From an optimization exercise on the open Yosys and OpenROAD flow, aimed at small area, a short achievable clock period and few clock cycles per item; shortcuts taken in it are not production practice. RTL that was checked went through simulation tests only; none was proved equivalent to the original. For runs 1, 4 and 5, only the layout was checked, not whether the RTL still works. Power and IR drop assume default switching activity.

File: flow/config.mk
export PLATFORM = sky130hd
export DESIGN_NAME = baud_divisor_search
export DESIGN_NICKNAME = baud_divisor_search
export VERILOG_FILES = /design/flow/design.v
export SDC_FILE = /design/flow/constraint.sdc
export NUM_CORES = 4
export LEC_CHECK = 0
export CAP_MARGIN = 20
export CORE_MARGIN = 2
export CORE_UTILIZATION = 40
export SETUP_SLACK_MARGIN = 5
export SLEW_MARGIN = 20
File: flow/constraint.sdc
create_clock -name core_clock -period 10.0 [get_ports {clk}]
set_input_delay 2.0000 -clock core_clock [delete_from_list [all_inputs] [get_ports {clk}]]
set_output_delay 2.0000 -clock core_clock [all_outputs]
set_load 0.01 [all_outputs]
File: flow/design.v
`timescale 1ns / 1ps
package bds_pkg;
  localparam logic [14:0] TolLimReset = 15'd10200;   
  localparam logic [15:0] RatioNone   = 16'hFFFF;
  localparam logic [15:0] RatioUnit   = 16'd10000;
endpackage
`timescale 1ns / 1ps
`timescale 1ns / 1ps
module baud_divisor_search (
  input  logic        clk,
  input  logic        rst,
  input  logic        cfg_we,
  input  logic [13:0] cfg_wdata,
  input  logic        in_valid,
  output logic        in_stall,
  input  logic [24:0] periph_clock,
  input  logic [20:0] wanted_baud,
  output logic        out_valid,
  input  logic        out_stall,
  output logic [11:0] divisor_mantissa,
  output logic signed [3:0] divisor_exponent,
  output logic        double_speed,
  output logic [15:0] deviation,
  output logic        found
);
  typedef enum logic [3:0] {
    S_IDLE, S_QDIV, S_CHK, S_RDIV, S_LOAD, S_MUL, S_RAT, S_UPD, S_SEL, S_FMT, S_OUT
  } state_t;
  state_t      st;
  logic [14:0] tol_lim;      
  logic [24:0] pclk;
  logic [20:0] want;
  logic [25:0] pw;           
  logic signed [5:0] ptr;    
  logic [29:0] qs;           
  logic        qz;           
  logic        neg_n;        
  logic        neg_d;        
  logic signed [4:0] j;
  logic [20:0] dv;           
  logic [20:0] rr;           
  logic [21:0] rq;           
  logic [3:0]  cnt;
  logic        cmp;          
  logic        v_n, v_d;     
  logic        eq_n, gt_n, eq_d, gt_d;
  logic        won_n, won_d;  
  logic        pv_n, pv_d;   
  logic        p_even;       
  logic        p_zero;       
  logic [15:0] r_n, r_d;
  logic [12:0] k_n, k_d;
  logic signed [4:0] j_n, j_d;
  logic        dbl, fnd;
  logic [13:0] k;
  logic        qz_c;         
  logic        k_hi, brk, pos_ok, cv_n, cv_d;
  logic [13:0] lim_n, lim_d;
  always_comb begin
    qz_c   = (st == S_CHK && j == -5'sd4) ? (rr == '0) : qz;
    k      = {1'b0, qs[13:1]} + {13'd0, qs[0]};
    k_hi   = |qs[29:14];
    brk    = (qs == 30'd0) || (qs == 30'd1 && qz_c);
    pos_ok = !brk && !k_hi && k[13:12] == 2'b00;
    lim_n  = 14'd4094 + (14'd1 << (3'd4 - j[2:0]));
    lim_d  = 14'd4094 + (14'd1 << (3'd3 - j[2:0]));
    if (j >= 5'sd4) cv_n = pos_ok;
    else if (j >= -5'sd3) cv_n = neg_n && !k_hi && k <= lim_n;
    else cv_n = 1'b0;
    if (j >= 5'sd3) cv_d = pos_ok && (j <= 5'sd10);
    else cv_d = neg_d && !k_hi && k <= lim_d;
  end
  logic        in1, in0;
  logic [22:0] trial1, trial0;
  logic [20:0] rr1, rr2;
  logic        q1, q0;
  logic [31:0] prod;
  always_comb begin
    in1    = pw[25];
    in0    = pw[24];
    trial1 = {1'b0, rr, in1} - {2'b0, dv};
    q1     = !trial1[22];
    rr1    = q1 ? trial1[20:0] : {rr[19:0], in1};
    trial0 = {1'b0, rr1, in0} - {2'b0, dv};
    q0     = !trial0[22];
    rr2    = q0 ? trial0[20:0] : {rr1[19:0], in0};
    prod   = {rr[17:0], pw[25:12]} + {rr[14:0], pw[25:12], 3'b000} +
             {rr[13:0], pw[25:12], 4'b0000};
  end
  logic [19:0] b20_n, b20_d;
  logic [1:0]  bb_n, bb_d;
  logic        gt_n_nx, gt_d_nx, eq_n_nx, eq_d_nx, lose;
  always_comb begin
    b20_n   = {4'b0000, r_n};
    b20_d   = {4'b0000, r_d};
    bb_n    = b20_n[{cnt + 4'd1, 1'b0} +: 2];
    bb_d    = b20_d[{cnt + 4'd1, 1'b0} +: 2];
    gt_n_nx = gt_n || (cmp && eq_n && rq[1:0] > bb_n);
    gt_d_nx = gt_d || (cmp && eq_d && rq[1:0] > bb_d);
    eq_n_nx = eq_n && (!cmp || rq[1:0] == bb_n);
    eq_d_nx = eq_d && (!cmp || rq[1:0] == bb_d);
    lose    = (!v_n || gt_n_nx) && (!v_d || gt_d_nx);
  end
  logic dup, tie_n, tie_d, win_n, win_d;
  always_comb begin
    dup   = p_even && (!cv_n || pv_n) && (!cv_d || pv_d);
    tie_n = r_n != bds_pkg::RatioNone && j_n < 5'sd4;
    tie_d = r_d != bds_pkg::RatioNone && j_d < 5'sd3;
    if (st == S_CHK) begin
      win_n = cv_n && won_n && tie_n;
      win_d = cv_d && won_d && tie_d;
    end else begin
      win_n = v_n && !gt_n_nx && (!eq_n_nx || tie_n);
      win_d = v_d && !gt_d_nx && (!eq_d_nx || tie_d);
    end
  end
  logic r_lt_w;
  assign r_lt_w = rq < {1'b0, want};
  logic        tol_ok, none;
  logic [15:0] dev;
  logic signed [4:0] e_out;
  logic [12:0] m_out;
  always_comb begin
    tol_ok = r_n <= {1'b0, tol_lim};
    none   = r_n == bds_pkg::RatioNone;
    dev    = r_n - bds_pkg::RatioUnit;
    e_out  = j_n - (dbl ? 5'sd3 : 5'sd4);
    if (!e_out[4]) m_out = k_n - 13'd1;
    else m_out = k_n - (13'd1 << (3'd0 - e_out[2:0]));
  end
  logic adv, adv_even, adv_zero;
  always_comb begin
    adv      = 1'b0;
    adv_even = 1'b0;
    adv_zero = p_zero;
    case (st)
      S_CHK: begin
        if (!(j >= 5'sd3 && brk) && (!(cv_n || cv_d) || dup)) begin
          adv      = 1'b1;
          adv_even = dup && (cv_n || cv_d) && !k[0];
        end
      end
      S_LOAD: begin
        if (rq == '0) begin
          adv      = 1'b1;
          adv_even = !dv[0];
          adv_zero = 1'b1;
        end
      end
      S_RAT: begin
        if (lose) begin
          adv      = 1'b1;
          adv_even = !k[0];
          adv_zero = 1'b0;
        end
      end
      S_UPD: begin
        adv      = 1'b1;
        adv_even = !k[0];
        adv_zero = 1'b0;
      end
      default: ;
    endcase
  end
  always_ff @(posedge clk) begin
    if (rst) begin
      st        <= S_IDLE;
      tol_lim   <= bds_pkg::TolLimReset;
      out_valid <= 1'b0;
    end else begin
      if (cfg_we) tol_lim <= {1'b0, cfg_wdata} + 15'(bds_pkg::RatioUnit);
      case (st)
        S_IDLE, S_OUT: begin
          if (st == S_OUT && !out_stall) begin
            out_valid <= 1'b0;
            st        <= S_IDLE;
          end
          if (in_valid && !in_stall) begin
            pclk   <= periph_clock;
            want   <= wanted_baud;
            dv     <= wanted_baud;
            rr     <= '0;
            pw     <= {periph_clock, 1'b0};
            ptr    <= 6'sd24;
            r_n    <= bds_pkg::RatioNone;
            r_d    <= bds_pkg::RatioNone;
            j      <= -5'sd4;
            p_even <= 1'b0;
            st     <= (wanted_baud == '0) ? S_SEL : S_QDIV;
          end
        end
        S_QDIV: begin
          rr  <= rr2;
          qs  <= {qs[27:0], q1, q0};
          pw  <= {pw[23:0], 2'b00};
          ptr <= ptr - 6'sd2;
          if (ptr == -6'sd4) begin
            neg_n <= |qs[27:7];
            neg_d <= |qs[27:6];
            st    <= S_CHK;
          end
        end
        S_CHK: begin
          qz  <= qz_c;
          v_n <= cv_n;
          v_d <= cv_d;
          dv  <= {8'd0, k[12:0]};
          rr  <= '0;
          rq  <= '0;
          pw  <= j[0] ? {pclk, 1'b0} : {1'b0, pclk};
          ptr <= j[0] ? 6'sd24 : 6'sd25;
          if (j >= 5'sd3 && brk) st <= S_SEL;
          else if ((cv_n || cv_d) && !dup) st <= S_RDIV;
          if (!(j >= 5'sd3 && brk) && (cv_n || cv_d) && dup && !p_zero) begin
            won_n <= win_n;
            won_d <= win_d;
            if (win_n) begin
              k_n <= k[12:0];
              j_n <= j;
            end
            if (win_d) begin
              k_d <= k[12:0];
              j_d <= j;
            end
          end
        end
        S_RDIV: begin
          rr  <= rr2;
          rq  <= {rq[19:0], q1, q0};
          pw  <= {pw[23:0], 2'b00};
          ptr <= ptr - 6'sd2;
          if (ptr == {j[4], j} + 6'sd1) st <= S_LOAD;
        end
        S_LOAD: begin
          if (r_lt_w) begin
            rr <= {13'd0, want[20:14]};
            pw <= {want[13:0], 12'd0};
            dv <= rq[20:0];
          end else begin
            rr <= {13'd0, rq[21:14]};
            pw <= {rq[13:0], 12'd0};
            dv <= want;
          end
          eq_n <= 1'b1;  gt_n <= 1'b0;
          eq_d <= 1'b1;  gt_d <= 1'b0;
          cmp  <= 1'b0;
          cnt  <= 4'd1;
          if (rq != '0) st <= S_MUL;
        end
        S_MUL: begin
          rr[17:0]  <= prod[31:14];
          pw[25:12] <= prod[13:0];
          cnt      <= cnt - 4'd1;
          if (cnt == 4'd0) begin
            cnt <= 4'd8;
            st  <= S_RAT;
          end
        end
        S_RAT: begin
          rr   <= rr2;
          rq   <= {rq[19:0], q1, q0};
          pw   <= {pw[23:0], 2'b00};
          cnt  <= cnt - 4'd1;
          cmp  <= 1'b1;
          eq_n <= eq_n_nx;  gt_n <= gt_n_nx;
          eq_d <= eq_d_nx;  gt_d <= gt_d_nx;
          if (lose) begin
            won_n <= 1'b0;
            won_d <= 1'b0;
          end else if (cnt == 4'd0) begin
            st  <= S_UPD;
          end
        end
        S_UPD: begin
          won_n <= win_n;
          won_d <= win_d;
          if (win_n) begin
            r_n <= rq[15:0];
            k_n <= k[12:0];
            j_n <= j;
          end
          if (win_d) begin
            r_d <= rq[15:0];
            k_d <= k[12:0];
            j_d <= j;
          end
        end
        S_SEL: begin
          dbl <= 1'b0;
          if (!tol_ok && r_d != bds_pkg::RatioNone) begin
            dbl <= 1'b1;
            r_n <= r_d;
            k_n <= k_d;
            j_n <= j_d;
          end
          st <= S_FMT;
        end
        S_FMT: begin
          fnd       <= !none;
          r_n       <= none ? 16'd0 : dev;
          k_n       <= none ? 13'd0 : m_out;
          j_n       <= none ? 5'sd0 : e_out;
          st        <= S_OUT;
          out_valid <= 1'b1;
        end
        default: st <= S_IDLE;
      endcase
      if (adv) begin
        qs     <= qs >> 1;
        qz     <= qz_c && !qs[0];
        j      <= j + 5'sd1;
        st     <= (j == 5'sd11) ? S_SEL : S_CHK;
        p_even <= adv_even;
        p_zero <= adv_zero;
        pv_n   <= (st == S_CHK) ? cv_n : v_n;
        pv_d   <= (st == S_CHK) ? cv_d : v_d;
      end
    end
  end
  assign in_stall         = !(st == S_IDLE || (st == S_OUT && !out_stall));
  assign divisor_mantissa = k_n[11:0];
  assign divisor_exponent = j_n[3:0];
  assign double_speed     = dbl;
  assign deviation        = r_n;
  assign found            = fnd;
endmodule
File: flow/run.sh
#!/bin/bash
# synth_recipe.tcl (not shown) runs the flow's synth.tcl, then flattens the netlist and writes it again
# the make line also repeats each setting of config.mk as NAME=value (left out here)
make -C /OpenROAD-flow-scripts/flow DESIGN_CONFIG=/design/flow/config.mk WORK_HOME=/design/flow/orfs CLKGATE_MAP_FILE= SYNTH_SCRIPT=/design/flow/synth_recipe.tcl finish
==> impl_metrics.tcl, run 1 <==
set metrics [dict create \
    worst_path_largest_cell_delay_ps 590 \
    final_layout_size_suffix_gt1_share_pct 13.1 \
    yosys.area.top_type "edfxtp_1" \
    cts_buffer_depth 3 \
    crit_arrival_ps 5470 \
    crit_fanout 7 \
    clk_latency_ps 570 \
    ys_ff_latch 285 \
    io-pin-count 101 \
    hold_buffers 0 \
    slew_headroom_pct 30.2 \
    clk_pin_slew_ps 60 \
    layoutNonFillerInstCount 2927 \
    final_nets 2482 \
    dp_cells 2806 \
    synthArstFlopShare_pct 0 \
    tightestPinTransition_ps 1050 \
    die_height_um 233 \
    yosys_warnings 1 \
    core-area_mm2 0.0522 \
    ys_top_cells_by_area "edfxtp_1, ha_1, mux2i_1" \
    antenna_found_initial 1 \
    grt_pass1_wl_mm 98.2 \
    final_cell_mix "edfxtp_1, ha_1, nand2_1" \
    status "finished clean" \
    antenna_left 0 \
    nFillCells 4721 \
    route.detailed.drc 0 \
    cts-root-buf "clkbuf_16" \
    hp-class "reg2reg" \
    power.leakage_nw 9.74 \
    drt_pre_antenna_iters 6 \
    start_util_pct 40.2 \
    drt-vias-per-instance 5.88 \
    grt_setup_unrepaired "true" \
    crit_path_end_kind "flop" \
    syn_to_final_growth_pct 18.7 \
    yosysTopAreaCellShare_pct 37.9 \
    synth_edf_count 265 \
    mostFrequentLayoutCell "edfxtp_1" \
    grt_pass1_vias 16714 \
    die_w_um 233 \
    period_needed_ps 5220 \
    clock_sinks 285 \
    syn_nets 2344 \
    cts-htree-levels 2 \
    p_per_area_mw_per_mm2 403 \
    place.detailed.hpwl_mm 46.0 \
    synth_ff_type "edfxtp_1" \
    synthesis.area_mm2 0.0210 \
    drv_cap 0 \
    worstPathRequired_ps 10260 \
    worst_slack_ps 4780 \
    gp_congestion 0.874 \
    syn_inst 2073 \
    fin_util_pct 47.8 \
    grt_start_max_net_pins 54 \
    clock-skew-final_ps 21.0 \
    yosysSeqAreaShare_pct 39.8 \
    crit_chain "ha_2, nand4_1, or4_1, o32ai_4, a31o_4, mux2_4, ha_4, a21o_1, a211oi_2, o31ai_2, or3_1, o2111a_2, o21ai_4, buf_6, nand2b_4, a31oi_1, o221ai_1" \
    post-route-period-util_pct 52.2 \
    overflow 0 \
    tns_ps 0 \
    wire_per_inst_um 22.1 \
    fmax_ghz 0.192 \
    rows 84 \
    vdd_drop_max_uv 263 \
    finalHoldViolCount 0 \
    drt_wl_total_mm 64.6 \
    routed-via-count 17214 \
    cts_tree "yes" \
    grt_usage_pct 23.3 \
    setup_viol 0 \
    drtIter0Drc 1588 \
    start_kind "flop" \
    synth_cell_types 89 \
    io_buffers 100 \
    critPathSlowestCell "or4_1" \
    dp_slack_ps 3990 \
    numCtsBuffers 35 \
    die_area_mm2 0.0544 \
    path_class "reg2reg" \
    syn_area_per_cell_um2 10.1 \
    slew_violations 0 \
]
==> repair_timing <==
action | CTS | global route
endpoints found under the setup margin | 147 | 141
gates cloned | 7 | 2
gates resized for setup | 76 | 25
pin swaps | 21 | 21
buffers inserted | 30 | 17
==> report_power, final <==
part	total, mW	internal (mW)	switching [mW]	leakage, nW
clock	1.35	0.815	0.536	0.567
combinational	6.75	2.87	3.88	6.67
sequential	1.95	1.71	0.235	2.50
total	10.1	5.40	4.65	9.74
==> metrics by stage <==
step / total power [mW] / hold slack (ps) / area (µm²)
floorplan: 6.37 / 421 / 21100
global placement: 7.67 / 470 / 22800
detailed placement: 7.73 / 483 / 22800
CTS: 9.78 / 492 / 24700
global route: 10.7 / 521 / 25000
finish: 10.1 / 490 / 25000
==> worst max-delay path: cells and delay by family, from the launching register on <==
kind / cells / cell delay (ps)
buffers and inverters: 1 / 160
multiplexers: 1 / 350
adder cells (fa/ha/maj): 2 / 600
AND/OR/NAND/NOR: 4 / 1240
AO/OA/AOI/OAI: 9 / 2140
flip-flops: 1 / 420
==> logic make-up (layout without fill, tap and decap cells) <==
logic type               after synthesis  after routing  synth area share, %
AO/OA/AOI/OAI                        531            535                 17.0
XOR/XNOR                             116            116                 4.83
adder cells (fa/ha/maj)              206            206                 13.4
buffers and inverters                232            388                 4.58
flip-flops                           285            285                 39.8
multiplexers                         115            115                 6.34
other                                  0              1                    0
AND/OR/NAND/NOR                      588            593                 14.0
==> flip-flops by register name (all words and copies together) (netlist names), 4 cells and up <==
signal   cells
pw          26
rq          22
r_n         16
st           4
ptr          6
k_n         12
want        21
k_d         12
dv          21
rr          21
r_d         16
tol_lim     15
pclk        25
j            5
qs          30
cnt          4
j_d          5
j_n          5
==> Yosys cell counts, drive strengths merged, types with 5 or more instances <==
master and instances:
clkbuf 57, or3 8, mux4 8, a211oi 25
a221o 11, o211ai 31, o21ai 137, o21bai 14
buf 30, xnor2 69, a21o 39, and3 20
nand3 52, a21boi 7, edfxtp 265, nor3 41
or2 22, xor2 47, o221ai 20, dfxtp 20
mux2i 71, o31ai 7, a211o 5, a2111oi 7
nor4 25, mux2 36, fa 32, nor2 138
or4 7, a221oi 27, ha 174, nor2b 25
nor3b 5, inv 143, nand2b 23, o22ai 12
a22o 5, a21oi 110, nand2 147, nand4 26
o21a 18, a22oi 19, a31oi 12, and2 30
==> layout make-up <==
| type | instances | area, µm² | area share (%) |
|---|---|---|---|
| Antenna cell | 1 | 2.50 | 0.0100 |
| Inverter | 145 | 547 | 2.19 |
| Clock buffer | 52 | 981 | 3.93 |
| Tap cell | 688 | 861 | 3.45 |
| Multi-Input combinational cell | 1565 | 12300 | 49.3 |
| Timing Repair Buffer | 179 | 1690 | 6.78 |
| Clock inverter | 12 | 211 | 0.847 |
| Sequential cell | 285 | 8360 | 33.5 |
==> worst paths after layout <==
check,start,endpoint,slack (ps),cells past startpoint
worst max-delay path,rr[12]$_DFFE_PP_,rr[3]$_DFFE_PP_,4780,17
worst max register to register,rr[12]$_DFFE_PP_,rr[3]$_DFFE_PP_,4780,17
worst min register to register,tol_lim[13]$_SDFFE_PP1P_,tol_lim[13]$_SDFFE_PP1P_,490,2
worst min-delay path,tol_lim[13]$_SDFFE_PP1P_,tol_lim[13]$_SDFFE_PP1P_,490,2
==> metal layers <==
metal,up-vias,routed length [µm],GRT usage [%]
li1,8027,-,-
met4,2,1960,7.66
met2,616,29500,37.3
met3,122,4350,4.00
met1,8447,28700,32.0
met5,-,13,0
==> inputs of run 2 (changes only) <==
--- a/flow/design.v
+++ b/flow/design.v
@@ -32,4 +32,6 @@
   logic [20:0] want;
-  logic [25:0] pw;           
-  logic signed [5:0] ptr;    
+  logic signed [6:0] ptr;    
+  logic        pb1, pb0;     
+  logic [26:0] ph;           
+  logic [4:0]  cnt;
   logic [29:0] qs;           
@@ -42,3 +44,3 @@
   logic [21:0] rq;           
-  logic [3:0]  cnt;
+  logic        rat;          
   logic        cmp;          
@@ -54,2 +56,18 @@
   logic        dbl, fnd;
+  function automatic logic [4:0] bitlen(input logic [20:0] w);
+    bitlen = 5'd0;
+    for (int i = 0; i < 21; i++) if (w[i]) bitlen = 5'(i + 1);
+  endfunction
+  function automatic logic pbit(input logic [24:0] p, input logic signed [6:0] i);
+    pbit = (i >= 7'sd0 && i <= 7'sd24) ? p[i[4:0]] : 1'b0;
+  endfunction
+  logic [4:0]  lw, lin, e;
+  logic signed [6:0] ptr_st, ptr_nx;
+  always_comb begin
+    lw     = bitlen(want);
+    lin    = bitlen(wanted_baud);
+    e      = (lw + 5'd2) & 5'b11110;
+    ptr_st = 7'(j) + 7'(e) - 7'sd1;
+    ptr_nx = (st == S_CHK) ? ptr_st : ptr - 7'sd2;
+  end
   logic [13:0] k;
@@ -78,4 +96,4 @@
   always_comb begin
-    in1    = pw[25];
-    in0    = pw[24];
+    in1    = rat ? rq[21] : pb1;
+    in0    = rat ? rq[20] : pb0;
     trial1 = {1'b0, rr, in1} - {2'b0, dv};
@@ -86,4 +104,4 @@
     rr2    = q0 ? trial0[20:0] : {rr1[19:0], in0};
-    prod   = {rr[17:0], pw[25:12]} + {rr[14:0], pw[25:12], 3'b000} +
-             {rr[13:0], pw[25:12], 4'b0000};
+    prod   = {rr[17:0], rq[21:8]} + {rr[14:0], rq[21:8], 3'b000} +
+             {rr[13:0], rq[21:8], 4'b0000};
   end
@@ -95,4 +113,4 @@
     b20_d   = {4'b0000, r_d};
-    bb_n    = b20_n[{cnt + 4'd1, 1'b0} +: 2];
-    bb_d    = b20_d[{cnt + 4'd1, 1'b0} +: 2];
+    bb_n    = b20_n[{cnt[3:0] + 4'd1, 1'b0} +: 2];
+    bb_d    = b20_d[{cnt[3:0] + 4'd1, 1'b0} +: 2];
     gt_n_nx = gt_n || (cmp && eq_n && rq[1:0] > bb_n);
@@ -181,5 +199,21 @@
             dv     <= wanted_baud;
-            rr     <= '0;
-            pw     <= {periph_clock, 1'b0};
-            ptr    <= 6'sd24;
+            qs     <= '0;
+            ph     <= {periph_clock, 2'b00};
+            cnt    <= '0;
+            if (lin >= 5'd17) begin
+              rr  <= {5'd0, periph_clock[24:9]};
+              ptr <= 7'sd8;
+              pb1 <= periph_clock[8];
+              pb0 <= periph_clock[7];
+            end else if (lin >= 5'd9) begin
+              rr  <= {13'd0, periph_clock[24:17]};
+              ptr <= 7'sd16;
+              pb1 <= periph_clock[16];
+              pb0 <= periph_clock[15];
+            end else begin
+              rr  <= '0;
+              ptr <= 7'sd24;
+              pb1 <= periph_clock[24];
+              pb0 <= periph_clock[23];
+            end
             r_n    <= bds_pkg::RatioNone;
@@ -188,2 +222,3 @@
             p_even <= 1'b0;
+            rat    <= 1'b0;
             st     <= (wanted_baud == '0) ? S_SEL : S_QDIV;
@@ -194,5 +229,13 @@
           qs  <= {qs[27:0], q1, q0};
-          pw  <= {pw[23:0], 2'b00};
-          ptr <= ptr - 6'sd2;
-          if (ptr == -6'sd4) begin
+          ptr <= ptr_nx;
+          pb1 <= pbit(pclk, ptr_nx);
+          pb0 <= pbit(pclk, ptr_nx - 7'sd1);
+          if (5'(e - 5'd2) - cnt >= 5'd4) begin
+            ph  <= ph >> 4;
+            cnt <= cnt + 5'd4;
+          end else if (5'(e - 5'd2) - cnt >= 5'd2) begin
+            ph  <= ph >> 2;
+            cnt <= cnt + 5'd2;
+          end
+          if (ptr == -7'sd4) begin
             neg_n <= |qs[27:7];
@@ -207,6 +250,7 @@
           dv  <= {8'd0, k[12:0]};
-          rr  <= '0;
+          rr  <= ph[20:0];
           rq  <= '0;
-          pw  <= j[0] ? {pclk, 1'b0} : {1'b0, pclk};
-          ptr <= j[0] ? 6'sd24 : 6'sd25;
+          ptr <= ptr_nx;
+          pb1 <= pbit(pclk, ptr_nx);
+          pb0 <= pbit(pclk, ptr_nx - 7'sd1);
           if (j >= 5'sd3 && brk) st <= S_SEL;
@@ -229,5 +273,6 @@
           rq  <= {rq[19:0], q1, q0};
-          pw  <= {pw[23:0], 2'b00};
-          ptr <= ptr - 6'sd2;
-          if (ptr == {j[4], j} + 6'sd1) st <= S_LOAD;
+          ptr <= ptr_nx;
+          pb1 <= pbit(pclk, ptr_nx);
+          pb0 <= pbit(pclk, ptr_nx - 7'sd1);
+          if (ptr == 7'(j) + 7'sd1) st <= S_LOAD;
         end
@@ -236,3 +281,3 @@
             rr <= {13'd0, want[20:14]};
-            pw <= {want[13:0], 12'd0};
+            rq <= {want[13:0], 8'd0};
             dv <= rq[20:0];
@@ -240,3 +285,3 @@
             rr <= {13'd0, rq[21:14]};
-            pw <= {rq[13:0], 12'd0};
+            rq <= {rq[13:0], 8'd0};
             dv <= want;
@@ -246,3 +291,3 @@
           cmp  <= 1'b0;
-          cnt  <= 4'd1;
+          cnt  <= 5'd1;
           if (rq != '0) st <= S_MUL;
@@ -250,7 +295,8 @@
         S_MUL: begin
-          rr[17:0]  <= prod[31:14];
-          pw[25:12] <= prod[13:0];
-          cnt      <= cnt - 4'd1;
-          if (cnt == 4'd0) begin
-            cnt <= 4'd8;
+          rr[17:0] <= prod[31:14];
+          rq[21:8] <= prod[13:0];
+          cnt      <= cnt - 5'd1;
+          if (cnt == 5'd0) begin
+            cnt <= 5'd8;
+            rat <= 1'b1;
             st  <= S_RAT;
@@ -261,4 +307,3 @@
           rq   <= {rq[19:0], q1, q0};
-          pw   <= {pw[23:0], 2'b00};
-          cnt  <= cnt - 4'd1;
+          cnt  <= cnt - 5'd1;
           cmp  <= 1'b1;
@@ -269,3 +314,4 @@
             won_d <= 1'b0;
-          end else if (cnt == 4'd0) begin
+          end else if (cnt == 5'd0) begin
+            rat <= 1'b0;
             st  <= S_UPD;
@@ -308,3 +354,5 @@
       if (adv) begin
+        rat    <= 1'b0;
         qs     <= qs >> 1;
+        ph     <= ph >> 1;
         qz     <= qz_c && !qs[0];
--- a/flow/config.mk
+++ b/flow/config.mk
@@ -9,3 +9,3 @@
 export CORE_MARGIN = 2
-export CORE_UTILIZATION = 40
+export CORE_UTILIZATION = 60
 export SETUP_SLACK_MARGIN = 5
==> impl_metrics.tcl, run 2 <==
set metrics [dict create \
    ys_ff_latch 291 \
    yosysTopAreaCellShare_pct 35.2 \
    slew_violations 0 \
    fmax_ghz 0.185 \
    yosysSeqAreaShare_pct 36.9 \
    die_w_um 200 \
    yosys_warnings 1 \
    route.detailed.drc 0 \
    final_nets 2867 \
    final_layout_size_suffix_gt1_share_pct 13.3 \
    path_class "reg2reg" \
    routed-via-count 20867 \
    tns_ps 0 \
    hold_buffers 0 \
    final_cell_mix "edfxtp_1, nor2_1, nand2_1" \
    p_per_area_mw_per_mm2 384 \
    dp_cells 2948 \
    synth_cell_types 80 \
    setup_viol 0 \
    power.leakage_nw 10.8 \
    drt_pre_antenna_iters 11 \
    crit_path_end_kind "flop" \
    io-pin-count 101 \
    antenna_left 0 \
    nFillCells 2767 \
    drv_cap 0 \
    clock_sinks 291 \
    grt_start_max_net_pins 53 \
    hp-class "reg2reg" \
    biggestRegsByFlops "qs: 30 flops, ph: 27 flops, pclk: 25 flops" \
    synthArstFlopShare_pct 0 \
    r2r_cells 23 \
    yosys.area.top_type "edfxtp_1" \
    rows 71 \
    regMostFlops "qs" \
    slew_headroom_pct 34.4 \
    largest_reg_flops 30 \
    grt_pass1_vias 19540 \
    synth_ff_type "edfxtp_1" \
    cts_tree "yes" \
    cts-htree-levels 2 \
    endpoint "rr[2]$_DFFE_PP_" \
    clock-skew-final_ps 18.1 \
    clk_latency_ps 560 \
    syn_inst 2423 \
    place.detailed.hpwl_mm 55.0 \
    wire_per_inst_um 24.8 \
    numCtsBuffers 35 \
    crit_fanout 8 \
    overflow 0 \
    drtIter0Drc 2374 \
    vdd_drop_max_uv 570 \
    cts_buffer_depth 3 \
    core-area_mm2 0.0378 \
    grt_usage_pct 37.2 \
    finalInstanceArea_mm2 0.0275 \
    reg2reg_to "rr[2]$_DFFE_PP_" \
    r2r_slack_ps 4580 \
    place_area_mm2 0.0248 \
    syn_to_final_growth_pct 19.1 \
    grt_pass1_wl_mm 116 \
    r2r-start "rq[21]$_DFFE_PP_" \
    drt-vias-per-instance 6.72 \
    whs_path_depth 2 \
    clk_pin_slew_ps 60 \
    layoutNonFillerInstCount 3105 \
    syn_nets 2722 \
    gp_congestion 0.997 \
    ys_top_cells_by_count "edfxtp_1, nor2_1, ha_1" \
    mostFrequentLayoutCell "edfxtp_1" \
    die_height_um 200 \
    finalHoldViolCount 0 \
    period_needed_ps 5420 \
    grt_setup_unrepaired "true" \
    drt_wl_total_mm 77.1 \
    io_buffers 100 \
    antenna_found_initial 6 \
    worstPathRequired_ps 10310 \
    syn_area_per_cell_um2 9.54 \
    die_area_mm2 0.0401 \
    start_util_pct 61.1 \
    ys_top_cells_by_area "edfxtp_1, ha_1, nor2_1" \
    post-synth-top-count-cell "edfxtp_1" \
    post-route-period-util_pct 54.2 \
    tightestPinTransition_ps 982 \
    cp-startpoint "rq[21]$_DFFE_PP_" \
    crit_arrival_ps 5720 \
    cts-root-buf "clkbuf_16" \
    status "finished clean" \
    fin_util_pct 72.7 \
    start_kind "flop" \
    synth_edf_count 271 \
    synthesis.area_mm2 0.0231 \
]
## run 2: cell types whose count changed after synthesis, moves of 15 or more
cell,before,now
a21oi_1,109,154
a221o_1,11,29
a22o_1,5,35
and2_1,30,14
clkbuf_1,57,88
ha_1,174,199
inv_1,143,171
mux2_2,26,9
nand2_1,146,197
nor2_1,138,216
o21ai_0,137,152
## run 2: worst min path at each step
stage                                       start                 endpoint  slack, ps
after floorplan           tol_lim[4]$_SDFFE_PP1P_  tol_lim[4]$_SDFFE_PP1P_        440
after global placement    tol_lim[4]$_SDFFE_PP1P_  tol_lim[4]$_SDFFE_PP1P_        470
after detailed placement  tol_lim[4]$_SDFFE_PP1P_  tol_lim[4]$_SDFFE_PP1P_        470
after CTS                 tol_lim[4]$_SDFFE_PP1P_  tol_lim[4]$_SDFFE_PP1P_        480
after global routing      tol_lim[4]$_SDFFE_PP1P_  tol_lim[4]$_SDFFE_PP1P_        500
final                     tol_lim[4]$_SDFFE_PP1P_  tol_lim[4]$_SDFFE_PP1P_        480
## run 2: kinds of logic after synthesis
group	Yosys count	share of synthesized area (%)
AO/OA/AOI/OAI	672	19.6
XOR/XNOR	120	4.55
adder cells (fa/ha/maj)	234	13.8
buffers and inverters	286	4.77
flip-flops	291	36.9
multiplexers	104	5.58
AND/OR/NAND/NOR	716	14.8
## run 2: worst max-delay path: stages (launching register included)
cell and delay, ps:
edfxtp_1 480, mux2i_2 220, ha_2 220, inv_2 40
fa_2 370, a21oi_4 160, o2111ai_2 140, a21boi_2 200
a21oi_2 100, o31a_1 340, buf_6 170, buf_16 130
a31o_4 220, ha_4 160, or3_4 340, o311a_4 390
o31ai_4 230, o22ai_2 160, o31ai_4 250, nand2_4 100
buf_12 170, mux2i_1 150, nor2_1 60, o41a_1 380
## run 2: final cells by class
class,count,area (µm²),area share [%]
timing repair buffer,219,2260,8.22
clock buffer,46,970,3.52
multi-input combinational,1849,14400,52.2
antenna,1,2.50,0.00909
tap,511,639,2.32
sequential,291,8540,31.0
clock inverter,16,91.3,0.332
inverter,172,654,2.38
## run 2: through the flow
stage	hold slack [ps]	total power [mW]	setup WS, ps
5_1_grt	502	11.1	4340
4_1_cts	481	9.71	4620
2_1_floorplan	444	6.17	4730
6_report	479	10.6	4580
3_5_place_dp	465	7.47	3870
3_3_place_gp	466	7.36	3990
## run 2: repair_timing
| action | 4_1_cts | 5_1_grt |
|---|---|---|
| buffers inserted | 44 | 36 |
| gates cloned | 10 | 4 |
| gates resized for setup | 73 | 92 |
| endpoints found under the setup margin | 171 | 160 |
| pin swaps | 28 | 44 |
## run 2: per-layer routing
metal,routed length [µm],global-route usage [%],up-vias
li1,-,-,9359
met1,30900,51.8,10001
met2,33900,55.9,1293
met3,8410,7.66,208
met4,3820,17.3,6
met5,43,0,-
## run 2: where the power goes
| part | leakage (nW) | internal, mW | switching [mW] |
|---|---|---|---|
| Combinational | 7.68 | 3.28 | 4.03 |
| Clock | 0.520 | 0.686 | 0.541 |
| Sequential | 2.58 | 1.72 | 0.323 |
| Total | 10.8 | 5.69 | 4.89 |
Testbench counts of run 2, summed over its fixed seeds: cycles 36,717, items 288.
==> inputs of run 3 (changes only) <==
--- a/flow/config.mk
+++ b/flow/config.mk
@@ -9,3 +9,3 @@
 export CORE_MARGIN = 2
-export CORE_UTILIZATION = 60
+export CORE_UTILIZATION = 40
 export SETUP_SLACK_MARGIN = 5
==> impl_metrics.tcl, run 3 <==
set metrics [dict create \
    drt-vias-per-instance 6.01 \
    ys_ff_latch 291 \
    clk_latency_ps 570 \
    setup_viol 0 \
    tns_ps 0 \
    final_cell_mix "edfxtp_1, nor2_1, nand2_1" \
    die_w_um 244 \
    hp-class "reg2reg" \
    cts-root-buf "clkbuf_16" \
    tightestPinTransition_ps 965 \
    biggestRegsByFlops "qs: 30 flops, ph: 27 flops, pclk: 25 flops" \
    synthesis.area_mm2 0.0231 \
    post-route-period-util_pct 53.1 \
    start_util_pct 40.2 \
    yosysSeqAreaShare_pct 36.9 \
    vdd_drop_max_uv 307 \
    p_per_area_mw_per_mm2 365 \
    nFillCells 5320 \
    drv_cap 0 \
    routed-via-count 20199 \
    die_area_mm2 0.0597 \
    crit_fanout 5 \
    fmax_ghz 0.188 \
    antenna_found_initial 2 \
    synth_ff_type "edfxtp_1" \
    synthArstFlopShare_pct 0 \
    clock-skew-final_ps 22.5 \
    worstPathRequired_ps 10390 \
    final_layout_size_suffix_gt1_share_pct 12.9 \
    cts_buffer_depth 3 \
    yosysTopAreaCellShare_pct 35.2 \
    crit_path_end_kind "flop" \
    clk_pin_slew_ps 70 \
    numCtsBuffers 37 \
    start_kind "flop" \
    yosys.area.top_type "edfxtp_1" \
    syn_inst 2423 \
    power.leakage_nw 10.8 \
    syn_to_final_growth_pct 19.9 \
    syn_nets 2722 \
    drt_wl_total_mm 76.8 \
    period_needed_ps 5310 \
    grt_usage_pct 25.1 \
    ys_top_cells_by_count "edfxtp_1, nor2_1, ha_1" \
    largest_reg_flops 30 \
    die_height_um 244 \
    place.detailed.hpwl_mm 55.7 \
    grt_start_max_net_pins 53 \
    drt_pre_antenna_iters 6 \
    synth_edf_count 271 \
    overflow 0 \
    slew_violations 0 \
    rows 88 \
    drtIter0Drc 1699 \
    r2r-start "rq[21]$_DFFE_PP_" \
    syn_area_per_cell_um2 9.54 \
    io_buffers 100 \
    antenna_left 0 \
    diodes 0 \
    clock_sinks 291 \
    slew_headroom_pct 35.5 \
    cts-htree-levels 2 \
    fin_util_pct 48.3 \
    post-synth-top-count-cell "edfxtp_1" \
    worst_slack_ps 4690 \
    mostFrequentLayoutCell "edfxtp_1" \
    synth_cell_types 80 \
    core-area_mm2 0.0575 \
    ys_top_cells_by_area "edfxtp_1, ha_1, nor2_1" \
    wire_per_inst_um 22.9 \
    io-pin-count 101 \
    grt_pass1_wl_mm 117 \
    path_class "reg2reg" \
    status "finished clean" \
    seq_area_mm2 0.00854 \
    regMostFlops "qs" \
    yosys_warnings 1 \
    worstHoldStart "tol_lim[9]$_SDFFE_PP1P_" \
    dp_slack_ps 3580 \
    route.detailed.drc 0 \
    cp-startpoint "rq[21]$_DFFE_PP_" \
    grt_setup_unrepaired "true" \
    cts_tree "yes" \
    crit_arrival_ps 5700 \
    final_nets 2867 \
    grt_pass1_vias 19534 \
    gp_congestion 0.953 \
    hold_buffers 0 \
    finalHoldViolCount 0 \
    multi_input_area_mm2 0.0143 \
]
==> run 3: cell counts after synthesis <==
Identical to the previous run, type by type.
==> run 3: power by group <==
group          total, mW  leakage [nW]  internal [mW]  switching, mW
clock               1.33         0.567          0.762          0.565
combinational       6.76          7.61           2.92           3.84
sequential          2.03          2.58           1.72          0.311
==> run 3: critical path: stages (launching register included) <==
cell	delay [ps]
edfxtp_1	480
mux2i_2	230
ha_2	220
inv_2	40
fa_2	360
a21oi_4	180
o2111ai_2	130
a21boi_2	230
a21oi_4	100
o31a_4	350
mux2i_4	240
ha_1	280
nor2b_1	150
o211ai_1	210
nand3b_1	180
o211a_4	300
nor3_4	190
o22ai_1	180
o21a_1	210
or4_1	450
and4_1	210
o31ai_1	200
==> run 3: logic make-up after synthesis <==
family          synth area share [%]
buf+inv                         4.77
xor+xnor                        4.55
fa+ha+maj                       13.8
mux                             5.58
compound gates                  19.6
flops                           36.9
simple gates                    14.8
==> run 3: final timing paths <==
check                           slack (ps)  cells after the start                      end
worst max-delay path                  4690                     21         rr[19]$_DFFE_PP_
worst min-delay path                   490                      2  tol_lim[9]$_SDFFE_PP1P_
worst max register to register        4690                     21         rr[19]$_DFFE_PP_
worst min register to register         490                      2  tol_lim[9]$_SDFFE_PP1P_
==> run 3: per-stage QoR <==
stage / area (µm²) / power, mW / instances / hold slack, ps
6_report: 27700 / 10.1 / 3361 / 490
3_5_place_dp: 25200 / 7.57 / 3210 / 475
3_3_place_gp: 25200 / 7.46 / 3210 / 470
5_1_grt: 27700 / 10.8 / 3361 / 510
2_1_floorplan: 23400 / 6.17 / 2423 / 444
4_1_cts: 27200 / 9.78 / 3329 / 492
==> run 3: final cells by class <==
cell class	count	area share (%)
inverters	172	2.36
clock buffers	49	3.61
well taps	765	3.45
multi-input cells	1850	51.6
repair buffers	216	7.61
clock inverters	18	0.591
flip-flops and latches	291	30.8
==> run 3: layer usage <==
| metal | GRT usage [%] | part of all wire (%) | wire length, µm | up-vias |
|---|---|---|---|---|
| met5 | 0 | 0 | 0 | - |
| met4 | 12.5 | 5.2 | 3970 | 0 |
| met3 | 3.39 | 6.5 | 4990 | 172 |
| met2 | 40.4 | 46 | 35100 | 810 |
| met1 | 33.3 | 43 | 32800 | 9853 |
| li1 | - | - | - | 9364 |
==> run 3: timing repair <==
item	4_1_cts	5_1_grt
buffers inserted	45	28
setup endpoints to repair	157	148
pin swaps	28	21
resized for setup	95	43
cloned	7	4
==> inputs of run 4 (changes only) <==
--- a/flow/design.v
+++ b/flow/design.v
@@ -42,2 +42,3 @@
   logic [20:0] dv;           
+  logic [22:0] d3;           
   logic [20:0] rr;           
@@ -63,15 +64,19 @@
   endfunction
-  logic [4:0]  lw, lin, e;
+  logic [4:0]  lin, e_in;
+  logic [4:0]  e;            
   logic signed [6:0] ptr_st, ptr_nx;
+  logic        pb1_nx, pb0_nx;
   always_comb begin
-    lw     = bitlen(want);
     lin    = bitlen(wanted_baud);
-    e      = (lw + 5'd2) & 5'b11110;
+    e_in   = (lin + 5'd2) & 5'b11110;
     ptr_st = 7'(j) + 7'(e) - 7'sd1;
     ptr_nx = (st == S_CHK) ? ptr_st : ptr - 7'sd2;
+    pb1_nx = pbit(pclk, ptr_nx);
+    pb0_nx = pbit(pclk, ptr_nx - 7'sd1);
   end
+  logic [6:0]  tm;           
   logic [13:0] k;
   logic        qz_c;         
-  logic        k_hi, brk, pos_ok, cv_n, cv_d;
-  logic [13:0] lim_n, lim_d;
+  logic        k_hi, brk, pos_ok, cv_n, cv_d, le_n, le_d;
+  logic [6:0]  tm_n;
   always_comb begin
@@ -82,13 +87,17 @@
     pos_ok = !brk && !k_hi && k[13:12] == 2'b00;
-    lim_n  = 14'd4094 + (14'd1 << (3'd4 - j[2:0]));
-    lim_d  = 14'd4094 + (14'd1 << (3'd3 - j[2:0]));
+    tm_n   = {tm[5:0], 1'b1};
+    le_n   = k[13:12] == 2'b00 ||
+             (k[13:12] == 2'b01 && k[11:7] == 5'd0 && k[6:0] < tm_n);
+    le_d   = k[13:12] == 2'b00 ||
+             (k[13:12] == 2'b01 && k[11:7] == 5'd0 && k[6:0] < tm);
     if (j >= 5'sd4) cv_n = pos_ok;
-    else if (j >= -5'sd3) cv_n = neg_n && !k_hi && k <= lim_n;
+    else if (j >= -5'sd3) cv_n = neg_n && !k_hi && le_n;
     else cv_n = 1'b0;
     if (j >= 5'sd3) cv_d = pos_ok && (j <= 5'sd10);
-    else cv_d = neg_d && !k_hi && k <= lim_d;
+    else cv_d = neg_d && !k_hi && le_d;
   end
   logic        in1, in0;
-  logic [22:0] trial1, trial0;
-  logic [20:0] rr1, rr2;
+  logic [22:0] xq;
+  logic [23:0] t1, t2, t3;
+  logic [20:0] rr2;
   logic        q1, q0;
@@ -96,10 +105,17 @@
   always_comb begin
-    in1    = rat ? rq[21] : pb1;
-    in0    = rat ? rq[20] : pb0;
-    trial1 = {1'b0, rr, in1} - {2'b0, dv};
-    q1     = !trial1[22];
-    rr1    = q1 ? trial1[20:0] : {rr[19:0], in1};
-    trial0 = {1'b0, rr1, in0} - {2'b0, dv};
-    q0     = !trial0[22];
-    rr2    = q0 ? trial0[20:0] : {rr1[19:0], in0};
+    in1 = rat ? rq[21] : pb1;
+    in0 = rat ? rq[20] : pb0;
+    xq  = {rr, in1, in0};
+    t1  = {1'b0, xq} - {3'b0, dv};
+    t2  = {1'b0, xq} - {2'b0, dv, 1'b0};
+    t3  = {1'b0, xq} - {1'b0, d3};
+    if (!t3[23]) begin
+      {q1, q0} = 2'd3;  rr2 = t3[20:0];
+    end else if (!t2[23]) begin
+      {q1, q0} = 2'd2;  rr2 = t2[20:0];
+    end else if (!t1[23]) begin
+      {q1, q0} = 2'd1;  rr2 = t1[20:0];
+    end else begin
+      {q1, q0} = 2'd0;  rr2 = xq[20:0];
+    end
     prod   = {rr[17:0], rq[21:8]} + {rr[14:0], rq[21:8], 3'b000} +
@@ -107,3 +123,16 @@
   end
-  logic [19:0] b20_n, b20_d;
+  function automatic logic [1:0] best_pair(input logic [15:0] r, input logic [3:0] c);
+    case (c)
+      4'd7:    best_pair = 2'b00;
+      4'd6:    best_pair = r[15:14];
+      4'd5:    best_pair = r[13:12];
+      4'd4:    best_pair = r[11:10];
+      4'd3:    best_pair = r[9:8];
+      4'd2:    best_pair = r[7:6];
+      4'd1:    best_pair = r[5:4];
+      4'd0:    best_pair = r[3:2];
+      4'd15:   best_pair = r[1:0];
+      default: best_pair = 2'b00;
+    endcase
+  endfunction
   logic [1:0]  bb_n, bb_d;
@@ -111,6 +140,4 @@
   always_comb begin
-    b20_n   = {4'b0000, r_n};
-    b20_d   = {4'b0000, r_d};
-    bb_n    = b20_n[{cnt[3:0] + 4'd1, 1'b0} +: 2];
-    bb_d    = b20_d[{cnt[3:0] + 4'd1, 1'b0} +: 2];
+    bb_n    = best_pair(r_n, cnt[3:0]);
+    bb_d    = best_pair(r_d, cnt[3:0]);
     gt_n_nx = gt_n || (cmp && eq_n && rq[1:0] > bb_n);
@@ -136,2 +163,10 @@
   assign r_lt_w = rq < {1'b0, want};
+  logic [20:0] dv_nx;
+  logic [22:0] d3_nx;
+  always_comb begin
+    if (st == S_CHK) dv_nx = {8'd0, k[12:0]};
+    else if (st == S_MUL) dv_nx = dv;
+    else dv_nx = wanted_baud;
+    d3_nx = {2'b00, dv_nx} + {1'b0, dv_nx, 1'b0};
+  end
   logic        tol_ok, none;
@@ -199,5 +234,7 @@
             dv     <= wanted_baud;
+            d3     <= d3_nx;
             qs     <= '0;
             ph     <= {periph_clock, 2'b00};
-            cnt    <= '0;
+            e      <= e_in;
+            cnt    <= e_in - 5'd2;   
             if (lin >= 5'd17) begin
@@ -221,2 +258,3 @@
             j      <= -5'sd4;
+            tm     <= 7'h7f;
             p_even <= 1'b0;
@@ -230,10 +268,10 @@
           ptr <= ptr_nx;
-          pb1 <= pbit(pclk, ptr_nx);
-          pb0 <= pbit(pclk, ptr_nx - 7'sd1);
-          if (5'(e - 5'd2) - cnt >= 5'd4) begin
+          pb1 <= pb1_nx;
+          pb0 <= pb0_nx;
+          if (cnt[4:2] != 3'd0) begin
             ph  <= ph >> 4;
-            cnt <= cnt + 5'd4;
-          end else if (5'(e - 5'd2) - cnt >= 5'd2) begin
+            cnt <= cnt - 5'd4;
+          end else if (cnt[1]) begin
             ph  <= ph >> 2;
-            cnt <= cnt + 5'd2;
+            cnt <= cnt - 5'd2;
           end
@@ -250,2 +288,3 @@
           dv  <= {8'd0, k[12:0]};
+          d3  <= d3_nx;
           rr  <= ph[20:0];
@@ -253,4 +292,4 @@
           ptr <= ptr_nx;
-          pb1 <= pbit(pclk, ptr_nx);
-          pb0 <= pbit(pclk, ptr_nx - 7'sd1);
+          pb1 <= pb1_nx;
+          pb0 <= pb0_nx;
           if (j >= 5'sd3 && brk) st <= S_SEL;
@@ -274,4 +313,4 @@
           ptr <= ptr_nx;
-          pb1 <= pbit(pclk, ptr_nx);
-          pb0 <= pbit(pclk, ptr_nx - 7'sd1);
+          pb1 <= pb1_nx;
+          pb0 <= pb0_nx;
           if (ptr == 7'(j) + 7'sd1) st <= S_LOAD;
@@ -295,2 +334,3 @@
         S_MUL: begin
+          d3       <= d3_nx;
           rr[17:0] <= prod[31:14];
@@ -357,2 +397,3 @@
         ph     <= ph >> 1;
+        tm     <= tm >> 1;
         qz     <= qz_c && !qs[0];
@@ -367,3 +408,3 @@
   end
-  assign in_stall         = !(st == S_IDLE || (st == S_OUT && !out_stall));
+  assign in_stall         = st != S_IDLE;
   assign divisor_mantissa = k_n[11:0];
==> impl_metrics.tcl, run 4 <==
set metrics [dict create \
    post-synth-top-count-cell "edfxtp_1" \
    cts_buffer_depth 3 \
    period_needed_ps 4900 \
    worst_path_largest_cell_delay_ps 620 \
    die_height_um 257 \
    grt_setup_unrepaired "false" \
    drt_pre_antenna_iters 9 \
    route.detailed.drc 0 \
    antenna_left 0 \
    finalHoldViolCount 0 \
    start_util_pct 40.5 \
    io-pin-count 101 \
    crit_family "buffers and inverters" \
    drtIter0Drc 2045 \
    yosys.area.top_type "edfxtp_1" \
    syn_nets 3041 \
    grt_pass1_wl_mm 128 \
    cts-htree-levels 2 \
    drt-vias-per-instance 5.97 \
    core-area_mm2 0.0632 \
    ys_top_cells_by_count "edfxtp_1, nand2_1, ha_1" \
    synth_edf_count 305 \
    status "finished clean" \
    synth_ff_type "edfxtp_1" \
    antenna_found_initial 8 \
    numCtsBuffers 40 \
    syn_inst 2719 \
    worst_slack_ps 5100 \
    cp_common_cell "buf_4" \
    nFillCells 5947 \
    final_layout_size_suffix_gt1_share_pct 6.10 \
    synthesis.area_mm2 0.0256 \
    start_kind "input pin" \
    clock_sinks 325 \
    critPathSlowestCell "nand2_1" \
    crit_fanout 25 \
    synthArstFlopShare_pct 0 \
    regMostFlops "qs" \
    p_per_area_mw_per_mm2 329 \
    rows 92 \
    post-route-period-util_pct 49.0 \
    crit_chain "clkdlybuf4s50_1, buf_4, inv_1, nand2_1, a2111oi_4, buf_4, o21bai_1" \
    power_mw 9.54 \
    vdd_drop_max_uv 264 \
    overflow 0 \
    dp_slack_ps 3880 \
    synth_cell_types 92 \
    crit_path_end_kind "flop" \
    final_cell_mix "edfxtp_1, nand2_1, ha_1" \
    yosysTopAreaCellShare_pct 35.8 \
    fin_util_pct 45.9 \
    worstPathRequired_ps 10200 \
    clk_latency_ps 590 \
    power.leakage_nw 11.2 \
    grt_usage_pct 24.8 \
    routed-via-count 21817 \
    grt_start_max_net_pins 89 \
    die_w_um 257 \
    crit_arrival_ps 5100 \
    slew_headroom_pct 24.8 \
    cp-startpoint "rst" \
    worstHoldStart "tol_lim[4]$_SDFFE_PP1P_" \
    yosysSeqAreaShare_pct 37.3 \
    r2r-start "rq[12]$_DFFE_PP_" \
    fmax_ghz 0.204 \
    final_nets 3097 \
    wire_per_inst_um 22.8 \
    drt_wl_total_mm 83.1 \
    setup_viol 0 \
    clk_pin_slew_ps 60 \
    syn_to_final_growth_pct 13.2 \
    cts-root-buf "clkbuf_16" \
    hold_buffers 0 \
    tightestPinTransition_ps 1110 \
    biggestRegsByFlops "qs: 30 flops, ph: 27 flops, pclk: 25 flops" \
    ys_ff_latch 325 \
    yosys_warnings 1 \
    hp-class "reg2reg" \
    cts_tree "yes" \
    die_area_mm2 0.0660 \
    path_class "in2reg" \
    syn_area_per_cell_um2 9.42 \
    clock-skew-final_ps 29.7 \
    place.detailed.hpwl_mm 62.8 \
    path_buf_inv 4 \
    ys_top_cells_by_area "edfxtp_1, ha_1, nand2_1" \
    drv_cap 0 \
    grt_pass1_vias 21486 \
    gp_congestion 0.937 \
    tns_ps 0 \
    mostFrequentLayoutCell "edfxtp_1" \
    largest_reg_flops 30 \
    io_buffers 100 \
    slew_violations 0 \
]
## run 4: cell type report
cell class,count,area [µm²],share of cell area [%]
multi-input cells,2077,15100,52.0
flip-flops and latches,325,9560,33.0
repair buffers,137,1310,4.53
clock buffers,50,1060,3.66
well taps,846,1060,3.65
inverters,194,731,2.52
clock inverters,21,190,0.656
diodes,2,5.00,0.0173
## run 4: final timing paths
path | to | cells after the start | slack [ps]
setup / recovery | rr[20]$_DFFE_PP_ | 7 | 5100
hold / removal | tol_lim[4]$_SDFFE_PP1P_ | 2 | 480
setup reg to reg | rr[6]$_DFFE_PP_ | 13 | 5320
hold reg to reg | tol_lim[4]$_SDFFE_PP1P_ | 2 | 480
## run 4: repair_timing
item                       in CTS  in global routing
resized for setup              20                 25
setup buffers                   1                  6
pin swaps                       0                  9
setup endpoints to repair      94                 95
## run 4: layer usage
layer,part of all wire (%),routed length (µm),global-route usage [%]
met3,5.8,4840,3.25
met1,41,34300,31.5
met5,0.016,13,0
met4,4.2,3490,9.88
met2,49,40500,42.8
## run 4: report_power, final
part | switching, mW | internal [mW] | leakage, nW
Clock | 0.612 | 0.829 | 0.602
Sequential | 0.414 | 2.04 | 2.89
Combinational | 3.45 | 2.20 | 7.75
## run 4: logic make-up (layout without fill, tap and decap cells)
group           after synthesis  count (layout)  share of synthesized area [%]
compound gates              763             763                           20.0
xor+xnor                    147             147                           5.03
fa+ha+maj                   257             257                           13.6
buf+inv                     317             402                           4.97
flops                       325             325                           37.3
mux                          95              95                           4.02
other cells                   0               2                              0
simple gates                815             815                           15.0
## run 4: worst reg2reg max path, cell delays in order (launching register included)
cell and delay [ps]:
edfxtp_1 600, fa_1 560, ha_1 240, fa_1 430
a211oi_1 410, o21bai_1 260, a2111oi_2 490, o31ai_1 140
buf_4 190, a21bo_2 240, xnor2_1 140, a222oi_1 320
o211ai_1 140, a221o_1 270
## run 4: through the flow
step | area, µm² | hold WS (ps) | cells
5_1_grt | 29000 | 523 | 3650
6_report | 29000 | 483 | 3652
3_5_place_dp | 27500 | 467 | 3571
3_3_place_gp | 27400 | 473 | 3571
4_1_cts | 28800 | 485 | 3643
2_1_floorplan | 25600 | 424 | 2719
==> inputs of run 5 (changes only) <==
--- a/flow/design.v
+++ b/flow/design.v
@@ -26,4 +26,7 @@
   typedef enum logic [3:0] {
-    S_IDLE, S_QDIV, S_CHK, S_RDIV, S_LOAD, S_MUL, S_RAT, S_UPD, S_SEL, S_FMT, S_OUT
+    S_IDLE, S_QDIV, S_WAIT, S_CHK, S_RDIV, S_LOAD, S_MUL, S_RAT, S_UPD
   } state_t;
+  typedef enum logic [1:0] {O_IDLE, O_SEL, O_FMT, O_OUT} ostate_t;
+  ostate_t     ost;
+  logic        wz;           
   state_t      st;
@@ -220,2 +223,3 @@
       st        <= S_IDLE;
+      ost       <= O_IDLE;
       tol_lim   <= bds_pkg::TolLimReset;
@@ -225,8 +229,4 @@
       case (st)
-        S_IDLE, S_OUT: begin
-          if (st == S_OUT && !out_stall) begin
-            out_valid <= 1'b0;
-            st        <= S_IDLE;
-          end
-          if (in_valid && !in_stall) begin
+        S_IDLE: begin
+          if (in_valid) begin
             pclk   <= periph_clock;
@@ -255,4 +255,2 @@
             end
-            r_n    <= bds_pkg::RatioNone;
-            r_d    <= bds_pkg::RatioNone;
             j      <= -5'sd4;
@@ -261,3 +259,4 @@
             rat    <= 1'b0;
-            st     <= (wanted_baud == '0) ? S_SEL : S_QDIV;
+            wz     <= wanted_baud == '0;
+            st     <= (wanted_baud == '0) ? S_WAIT : S_QDIV;
           end
@@ -280,3 +279,11 @@
             neg_d <= |qs[27:6];
-            st    <= S_CHK;
+            st    <= S_WAIT;
+          end
+        end
+        S_WAIT: begin
+          if (ost == O_IDLE || (ost == O_OUT && !out_stall && !wz)) begin
+            r_n <= bds_pkg::RatioNone;
+            r_d <= bds_pkg::RatioNone;
+            st  <= wz ? S_IDLE : S_CHK;
+            if (wz) ost <= O_SEL;
           end
@@ -294,3 +301,6 @@
           pb0 <= pb0_nx;
-          if (j >= 5'sd3 && brk) st <= S_SEL;
+          if (j >= 5'sd3 && brk) begin
+            st  <= S_IDLE;
+            ost <= O_SEL;
+          end
           else if ((cv_n || cv_d) && !dup) st <= S_RDIV;
@@ -373,3 +383,20 @@
         end
-        S_SEL: begin
+        default: st <= S_IDLE;
+      endcase
+      if (adv) begin
+        rat    <= 1'b0;
+        qs     <= qs >> 1;
+        ph     <= ph >> 1;
+        tm     <= tm >> 1;
+        qz     <= qz_c && !qs[0];
+        j      <= j + 5'sd1;
+        st     <= (j == 5'sd11) ? S_IDLE : S_CHK;
+        if (j == 5'sd11) ost <= O_SEL;
+        p_even <= adv_even;
+        p_zero <= adv_zero;
+        pv_n   <= (st == S_CHK) ? cv_n : v_n;
+        pv_d   <= (st == S_CHK) ? cv_d : v_d;
+      end
+      case (ost)
+        O_SEL: begin
           dbl <= 1'b0;
@@ -381,5 +408,5 @@
           end
-          st <= S_FMT;
+          ost <= O_FMT;
         end
-        S_FMT: begin
+        O_FMT: begin
           fnd       <= !none;
@@ -388,20 +415,13 @@
           j_n       <= none ? 5'sd0 : e_out;
-          st        <= S_OUT;
+          ost       <= O_OUT;
           out_valid <= 1'b1;
         end
-        default: st <= S_IDLE;
+        O_OUT: begin
+          if (!out_stall) begin
+            out_valid <= 1'b0;
+            ost       <= O_IDLE;
+          end
+        end
+        default: ;
       endcase
-      if (adv) begin
-        rat    <= 1'b0;
-        qs     <= qs >> 1;
-        ph     <= ph >> 1;
-        tm     <= tm >> 1;
-        qz     <= qz_c && !qs[0];
-        j      <= j + 5'sd1;
-        st     <= (j == 5'sd11) ? S_SEL : S_CHK;
-        p_even <= adv_even;
-        p_zero <= adv_zero;
-        pv_n   <= (st == S_CHK) ? cv_n : v_n;
-        pv_d   <= (st == S_CHK) ? cv_d : v_d;
-      end
     end
==> impl_metrics.tcl, run 5 <==
set metrics [dict create \
    synthesis.area_mm2 0.0263 \
    power.leakage_nw 11.8 \
    antenna_found_initial 2 \
    yosys.area.top_type "edfxtp_1" \
    dp_cells 3734 \
    path_class "in2reg" \
    worstPathRequired_ps 10320 \
    syn_inst 2859 \
    syn_area_per_cell_um2 9.21 \
    syn_to_final_growth_pct 14.7 \
    die_height_um 261 \
    slew_violations 0 \
    clk_pin_slew_ps 60 \
    cts_buffer_depth 3 \
    die_area_mm2 0.0679 \
    grt_pass1_wl_mm 133 \
    clock-skew-final_ps 30.7 \
    hp-class "reg2reg" \
    synth_ff_type "edfxtp_1" \
    setup_viol 0 \
    io_buffers 100 \
    mostFrequentLayoutCell "nand2_1" \
    grt_start_max_net_pins 66 \
    core-area_mm2 0.0655 \
    syn_nets 3184 \
    synthArstFlopShare_pct 0 \
    final_cell_mix "nand2_1, edfxtp_1, ha_1" \
    period_needed_ps 4930 \
    wire_per_inst_um 22.8 \
    synth_cell_types 95 \
    grt_usage_pct 25.4 \
    final_nets 3281 \
    regMostFlops "qs" \
    layoutNonFillerInstCount 3853 \
    gp_congestion 0.957 \
    post-synth-top-count-cell "nand2_1" \
    cts_tree "yes" \
    rows 94 \
    slew_headroom_pct 31.2 \
    numCtsBuffers 41 \
    p_per_area_mw_per_mm2 305 \
    crit_arrival_ps 5250 \
    drt_wl_total_mm 87.7 \
    ys_ff_latch 328 \
    antenna_left 0 \
    dp_slack_ps 3220 \
    tightestPinTransition_ps 1030 \
    final_layout_size_suffix_gt1_share_pct 8.00 \
    ys_top_cells_by_area "edfxtp_1, ha_1, nand2_1" \
    routed-via-count 23101 \
    tns_ps 0 \
    grt_setup_unrepaired "true" \
    hold_buffers 0 \
    drv_cap 0 \
    drt-vias-per-instance 6.00 \
    clock_sinks 328 \
    yosys_warnings 1 \
    cts-htree-levels 2 \
    start_kind "input pin" \
    worst_slack_ps 5070 \
    status "finished clean" \
    vdd_drop_max_uv 165 \
    post-route-period-util_pct 49.3 \
    yosysSeqAreaShare_pct 36.6 \
    place.detailed.hpwl_mm 66.3 \
    crit_fanout 7 \
    fmax_ghz 0.203 \
    drtIter0Drc 2558 \
    die_w_um 261 \
    cts-root-buf "clkbuf_16" \
    largest_reg_flops 30 \
    synth_edf_count 306 \
    yosysTopAreaCellShare_pct 34.9 \
    start_util_pct 40.2 \
    crit_path_end_kind "flop" \
    ys_top_cells_by_count "nand2_1, edfxtp_1, ha_1" \
    grt_pass1_vias 21751 \
    finalHoldViolCount 0 \
    route.detailed.drc 0 \
    drt_pre_antenna_iters 5 \
    clk_latency_ps 590 \
    overflow 0 \
    nFillCells 6161 \
    io-pin-count 101 \
    biggestRegsByFlops "qs: 30 flops, ph: 27 flops, pclk: 25 flops" \
]
## run 5: kinds of logic after synthesis
group,share of synthesized area (%)
AND/OR/NAND/NOR,15.2
AO/OA/AOI/OAI,21.4
flip-flops,36.6
buffers and inverters,4.80
adder cells (fa/ha/maj),13.4
XOR/XNOR,5.26
multiplexers,3.36
## run 5: what timing repair did
action | in CTS | in global routing
buffers inserted | 26 | 14
endpoints found under the setup margin | 107 | 106
pin swaps | 15 | 20
resized for setup | 34 | 63
cloned | 1 | 1
## run 5: path summary, 6_finish.rpt
path,start,endpoint,slack (ps),cells past startpoint
max,wanted_baud[18],rr[5]$_DFFE_PP_,5070,15
min,tol_lim[4]$_SDFFE_PP1P_,tol_lim[4]$_SDFFE_PP1P_,480,2
max reg2reg,qs[0]$_DFFE_PP_,k_d[11]$_DFFE_PP_,5220,15
min reg2reg,tol_lim[4]$_SDFFE_PP1P_,tol_lim[4]$_SDFFE_PP1P_,480,2
## run 5: power breakdown
| part | switching (mW) | internal [mW] |
|---|---|---|
| combinational | 3.18 | 2.15 |
| clock | 0.617 | 0.849 |
| sequential | 0.449 | 1.97 |
## run 5: layout make-up
cell class              instances  area [µm²]  share of cell area [%]
clock inverters                26         228                   0.754
repair buffers                177        1660                    5.51
multi-input cells            2214       15800                    52.2
well taps                     864        1080                    3.58
diodes                          1        2.50                 0.00829
inverters                     194         731                    2.42
flip-flops and latches        328        9640                    31.9
clock buffers                  49        1080                    3.57
## run 5: worst max-delay path, stage by stage
cell	delay, ps
clkdlybuf4s50_1	620
or4_1	530
o21ai_1	240
inv_1	80
ha_2	210
nand2b_4	80
nor3_2	40
o21ai_2	120
nor2_2	120
nor2_4	240
nor2_4	60
a22o_1	190
a222oi_1	320
o21ai_1	120
a221o_1	270
## run 5: metrics by stage
stage	instance area [µm²]	util, %	hold WS [ps]	total power [mW]
global placement	28300	43.1	465	7.44
detailed placement	28300	43.1	463	7.56
floorplan	26400	-	421	6.09
global route	30200	46.1	500	9.85
CTS	29800	45.5	480	9.08
finish	30200	46.1	479	9.21
## run 5: layer usage
layer  wire length [µm]  track usage (%)  share of wire, %
met5                  0                0                 0
met2              39400             40.0                45
met1              38300             35.7                44
met4               3030             9.03               3.5
met3               6920             3.50               7.9

==> static timing again, ports no longer ideal <==
Ports are ideal in the flow. The routed layouts listed here were re-timed in OpenROAD.
Step 1 assumes that a clkbuf_16 drives the clock port and a buf_2 every other input.
Step 2 moves the port delays by t, midway between the first and last clock arrival at a register: inputs arrive t later, outputs are due t later. That takes back most of the time a late clock gives input paths.
Three values: no drivers, after step 1, after step 2; two values: the first two.
run | t (ns) | setup slack, ns | hold WS [ns] | worst setup path at the end
run 1 | 0.611 | 4.781 / 4.781 / 4.781 | 0.490 / 0.490 / 0.490 | register to register
run 2 | 0.606 | 4.585 / 4.585 / 4.585 | 0.479 / 0.479 / 0.479 | register to register
run 3 | 0.627 | 4.690 / 4.690 / 4.587 | 0.490 / 0.490 / 0.490 | input to register
run 4 | 0.637 | 5.098 / 5.141 / 4.505 | 0.483 / 0.483 / 0.483 | input to register
run 5 | 0.639 | 5.074 / 5.066 / 4.427 | 0.479 / 0.479 / 0.479 | input to register
After both steps every run listed still meets setup and hold. The setup slack of run 5, which loses most, moves by -0.008 ns with the drivers and by -0.647 ns with both steps.
